This design comes from an exercise in tuning for small area and few clock cycles per item on the open sky130 flow, not from production work.
Only simulation tests tie the RTL to the original design; equivalence was not proved.

==> pepper: inputs <==
// s_expression_tokenizer_core
module s_expression_tokenizer_core
#(
  parameter int unsigned LINE_BITS   = 20,
  parameter int unsigned COLUMN_BITS = 16,
  parameter int unsigned QDEPTH      = 0
) (
  input  logic        clk_i,
  input  logic        rst_ni,
  input  logic        in_valid_i,
  output logic        in_stall_o,
  input  logic [1:0]  op_i,
  input  logic [15:0] ch_i,
  output logic        out_valid_o,
  input  logic        out_stall_i,
  output logic        kind_o,
  output logic [15:0] text_char_o,
  output logic [3:0]  token_type_o,
  output logic [19:0] line_number_o,
  output logic [15:0] column_o,
  output logic [15:0] length_o,
  output logic        last_o
);
==> flow/config.mk <==
export PLATFORM = sky130hd
export DESIGN_NAME = s_expression_tokenizer_core
export DESIGN_NICKNAME = s_expression_tokenizer_core
export VERILOG_FILES = /design/flow/design.v
export SDC_FILE = /design/flow/constraint.sdc
export NUM_CORES = 4
export LEC_CHECK = 0
export CAP_MARGIN = 20
export CORE_MARGIN = 2
export CORE_UTILIZATION = 40
export GPL_TIMING_DRIVEN = 0
export SLEW_MARGIN = 20
==> flow/constraint.sdc <==
create_clock -name core_clock -period 5.0 [get_ports {clk_i}]
set_input_delay 1.0000 -clock core_clock [delete_from_list [all_inputs] [get_ports {clk_i}]]
set_output_delay 1.0000 -clock core_clock [all_outputs]
set_load 0.01 [all_outputs]
standard.sh (not shown) runs the stock make flow with config.mk's settings and CLKGATE_MAP_FILE= SYNTH_SCRIPT=/design/flow/synth_recipe.tcl, a recipe that flattens the netlist after the stock synthesis.
==> flow/flow/run.sh <==
#!/bin/bash
# The standard layout with three changes:
#  - synthesis maps with an area-oriented ABC script (&nf with the delay relaxed) (flow/abc_area_map.script
#    in place of ORFS's abc_speed.script; nothing else in synthesis changes)
#  - plain buf_1 cells as the port buffers
#  - a clock tree of clkbuf_4 cells with no dummy loads
set -euo pipefail
here=$(pwd)
rm -rf "$here/orfs_scripts"
cp -r "$FLOW_HOME/scripts" "$here/orfs_scripts"
cp "$here/flow/abc_area_map.script" "$here/orfs_scripts/abc_speed.script"
export SCRIPTS_DIR="$here/orfs_scripts"
export BUFFER_PORTS_ARGS="-buffer_cell sky130_fd_sc_hd__buf_1"
export CTS_ARGS="-sink_clustering_enable -repair_clock_nets -dont_use_dummy_load -sink_clustering_size 30 -sink_clustering_max_diameter 100 -buf_list {sky130_fd_sc_hd__clkbuf_4}"
bash standard.sh > standard_flow.log 2>&1
==> flow/flow/abc_area_map.script <==
&get -n
&st
&dch
&nf -R 100
&put
topo
stime -c
==> xenon: changes against pepper <==
--- a/flow/design.v
+++ b/flow/design.v
@@ -58,31 +58,32 @@
   output logic        kind_o,
   output logic [15:0] text_char_o,
   output logic [3:0]  token_type_o,
   output logic [19:0] line_number_o,
   output logic [15:0] column_o,
   output logic [15:0] length_o,
   output logic        last_o
 );
-  localparam logic [4:0] M_EMPTY = {2'b00, NC_EMPTY};
-  localparam logic [4:0] M_CMT   = 5'b00111;
-  localparam logic [4:0] M_STR   = 5'b10000;
-  localparam logic [4:0] M_STRBS = 5'b10001;
+  localparam logic [3:0] M_EMPTY = {1'b0, NC_EMPTY};
+  localparam logic [3:0] M_CMT   = 4'b0111;
+  localparam logic [3:0] M_STR   = 4'b1010;
+  localparam logic [3:0] M_STRBS = 4'b1110;
   logic [19:0] line_q;
   logic [15:0] col_q;
   logic [15:0] len_q;
-  logic [4:0]  mode_q;
+  logic [3:0]  mode_q;
+  logic        word_ci_q;    
   logic in_str, in_cmt, normal_st, pend, bslash, word_hit;
   logic [2:0] nc;
-  assign in_str    = mode_q[4];
-  assign pend      = !mode_q[4] && mode_q[3];
+  assign in_str    = mode_q[3] && mode_q[1] && !mode_q[0];
+  assign pend      = mode_q[3] && !(mode_q[1] && !mode_q[0]);
   assign in_cmt    = (mode_q == M_CMT);
-  assign normal_st = !mode_q[4] && !mode_q[3] && (mode_q[2:0] != 3'b111);
-  assign bslash    = mode_q[0];
+  assign normal_st = !mode_q[3] && !in_cmt;
+  assign bslash    = mode_q[2];
   assign nc        = mode_q[2:0];
   assign word_hit  = normal_st && (nc != NC_EMPTY);
   logic is_char, is_flush, is_clear;
   logic c_nl, c_nul, c_dq, c_hash, c_bs, c_single, c_ws, c_digit, c_sign, c_dot, c_sep;
   logic [3:0] single_type;
   logic [2:0] single_sel;
   assign is_char  = (op_i == OP_CHAR);
   assign is_flush = (op_i == OP_FLUSH);
@@ -157,17 +158,17 @@
         gg[j] = gg[j] | (pp[j] & gg[j - (1 << (l - 1))]);
         pp[j] = pp[j] & pp[j - (1 << (l - 1))];
       end
     end
     sub16 = p ^ {gg[14:0], ci};
   endfunction
   logic [15:0] rec_col;
   logic [3:0]  word_type;
-  assign rec_col = sub16(col_q, len_q, !in_str);
+  assign rec_col = sub16(col_q, len_q, word_ci_q);
   always_comb begin
     case (nc)
       NC_UDIG: word_type = TOK_UINT;
       NC_SDIG: word_type = TOK_INT;
       NC_FRAC: word_type = TOK_FLOAT;
       default: word_type = TOK_SYMBOL;
     endcase
   end
@@ -198,17 +199,17 @@
   assign line_step = take && nl_ev;
   assign col_rst   = take && (is_clear || nl_ev);
   assign col_step  = pop || (take && is_char && !in_cmt && !c_nl &&
                              (in_str || !(c_hash || two)));
   assign len_rst   = take && (is_flush || r_str || (normal && c_sep));
   assign len_step  = take && r_text;
   logic [19:0] line_d;
   logic [15:0] col_d, len_d;
-  logic [4:0]  mode_d;
+  logic [3:0]  mode_d;
   assign line_d = line_rst ? 20'd1 : inc20(line_q, line_step);
   assign col_d  = col_rst ? 16'd1 : inc16(col_q, col_step);
   assign len_d  = len_rst ? 16'd0 : inc16(len_q, len_step);
   always_comb begin
     mode_d = mode_q;
     if (pend) begin
       if (pop) mode_d = M_EMPTY;
     end else if (take) begin
@@ -221,36 +222,38 @@
           if (str_end) mode_d = M_EMPTY;
           else if (c_nl) mode_d = M_STR;
           else mode_d = c_bs ? M_STRBS : M_STR;
         end else if (c_hash) begin
           mode_d = M_CMT;
         end else if (c_dq) begin
           mode_d = M_STR;
         end else if (two) begin
-          mode_d = {2'b01, ch_i[2:0]};
+          mode_d = {1'b1, ch_i[2:0]};
         end else if (c_sep) begin
           mode_d = M_EMPTY;
         end else begin
-          mode_d = {2'b00, nc_next};
+          mode_d = {1'b0, nc_next};
         end
       end
     end
   end
   always_ff @(posedge clk_i or negedge rst_ni) begin
     if (!rst_ni) begin
       line_q <= 20'd1;
       col_q  <= 16'd1;
       len_q  <= '0;
       mode_q <= M_EMPTY;
+      word_ci_q <= 1'b1;
     end else begin
       line_q <= line_d;
       col_q  <= col_d;
       len_q  <= len_d;
       mode_q <= mode_d;
+      word_ci_q <= !(mode_d[3] && mode_d[1] && !mode_d[0]);
     end
   end
 endmodule
 `timescale 1ns / 1ps
 import sexl_pkg::*;
 module sexl_rqueue
 #(
   parameter int unsigned DEPTH = 0
==> flow/flow/run.sh (replaced) <==
#!/bin/bash
# The standard layout with three changes:
#  - synthesis maps with an area-only ABC script (flow/abc_area_map.script
#    in place of ORFS's abc_speed.script; nothing else in synthesis changes)
#  - plain buf_1 cells as the port buffers
#  - a clock tree of clkbuf_4/clkbuf_8 cells with no dummy loads
set -euo pipefail
here=$(pwd)
rm -rf "$here/orfs_scripts"
cp -r "$FLOW_HOME/scripts" "$here/orfs_scripts"
cp "$here/flow/abc_area_map.script" "$here/orfs_scripts/abc_speed.script"
export SCRIPTS_DIR="$here/orfs_scripts"
export BUFFER_PORTS_ARGS="-buffer_cell sky130_fd_sc_hd__buf_1"
export CTS_ARGS="-sink_clustering_enable -repair_clock_nets -dont_use_dummy_load -sink_clustering_size 30 -sink_clustering_max_diameter 100 -buf_list {sky130_fd_sc_hd__clkbuf_4 sky130_fd_sc_hd__clkbuf_8}"
bash standard.sh > standard_flow.log 2>&1
==> flow/flow/abc_area_map.script (replaced) <==
strash
dch
map -D 2500
topo
stime -c
==> zinc: changes against pepper <==
==> flow/config.mk (replaced) <==
export PLATFORM = sky130hd
export DESIGN_NAME = s_expression_tokenizer_core
export DESIGN_NICKNAME = s_expression_tokenizer_core
export VERILOG_FILES = /design/flow/design.v
export SDC_FILE = /design/flow/constraint.sdc
export NUM_CORES = 4
export LEC_CHECK = 0
export CAP_MARGIN = 20
export CORE_MARGIN = 2
export CORE_UTILIZATION = 85
export GPL_TIMING_DRIVEN = 0
export SLEW_MARGIN = 20
==> run notes <==
The first error in the log reads "[ERROR GPL-0301] Utilization 101.496 % exceeds 100%". The last flow stage reached was global placement without I/O (3_1_place_gp_skip_io). From left edge to right edge, the die measures 71.8 um.

The synthesized netlist devotes 14.0% of its cell area to compound gates. Dividing the synthesized area by the synthesized cell count gives 8.14 sq um. The die is 71.8 um tall. The row count came out at 24.

The netlist area before placement was 3900 sq um. The initial utilization of the core area, before any placement, comes to 89.1%. The run stopped with a tool error.

Synthesis produced a netlist whose cell count is 480.
# the run above: zinc

==> run notes <==
The first-pass GRT wire length came out at 15.9 mm. The run finished with no timing, DRC or antenna violations. Clock network area share: 1.42%. Synthesized area per cell: 8.14 sq um. Sequential cells were found to cover 36.6% of the synthesized design area. The tool flagged a number of max-cap violations equal to 0. The plain and repair buffers instantiated in the layout total 107. Initial core utilization: 40.5%.

In the global route stage, met1 resource usage came out at 25.8%. Summing the areas of all compound-gate instances in the mapped netlist gives 14.0% of the synthesized area. The synthesized netlist devotes 34.2% of its cell area to simple gates.

After synthesis the cells add up to 3900 sq um. The cell count after synthesis came out at 480. Row generation in the floorplan step produced 36 rows. The horizontal die dimension is 103 um. The floorplan die height works out to 103 um.

In the final design, more cell area goes to multi-input combinational cells than to any other class.
# the run above: pepper

==> run notes <==
Fraction of the mapped netlist area in compound gates: 11.6%. The die is 105 um tall. The run finished with no timing, DRC or antenna violations. Headroom to the max-slew limit came out at 38.1%. The netlist area before placement came out at 4050 sq um. Counting every instance in the synthesized netlist gives 584.

The cell depth of the worst flop-to-flop path is 22, and the row count is 36. Dividing the synthesized area by the synthesized cell count gives 6.94 sq um. The total setup buffers inserted after CTS was 2. Setup repair after global routing could not meet its margin everywhere. Once the floorplan was initialized, standard cells occupied 41.3% of the core. The horizontal die dimension is 105 um.
# the run above: xenon

Testbench counts of pepper, summed over its fixed seeds: cycles 40,481, items 32,013.
Testbench counts of xenon, summed over its fixed seeds: cycles 40,481, items 32,013.
Testbench counts of zinc, summed over its fixed seeds: cycles 40,481, items 32,013.

## re-timing with driven ports
Ports are ideal in the flow. The routed layouts listed here were re-timed in OpenROAD. Step 1: set_driving_cell puts a clkbuf_16 on clk_i and a buf_2 on each other input, an assumption about the parent block. Step 2 also shifts input and output timing later by t, the mid clock arrival at the registers, as if the neighbouring blocks saw the same clock. a / b / c = ideal / step 1 / step 2; a / b = the first two.
run	t, ns	setup slack, ns	worst slew at a driven data input, ns
pepper	0.394	0.229 / 0.230 / -0.163	0.04
xenon	0.350	0.286 / 0.255 / 0.042	0.04
Met with ideal ports but missed after step 2: setup timing in pepper. For pepper, which loses most, drivers alone change the setup slack by +0.001 ns; drivers and shift together by -0.392 ns.
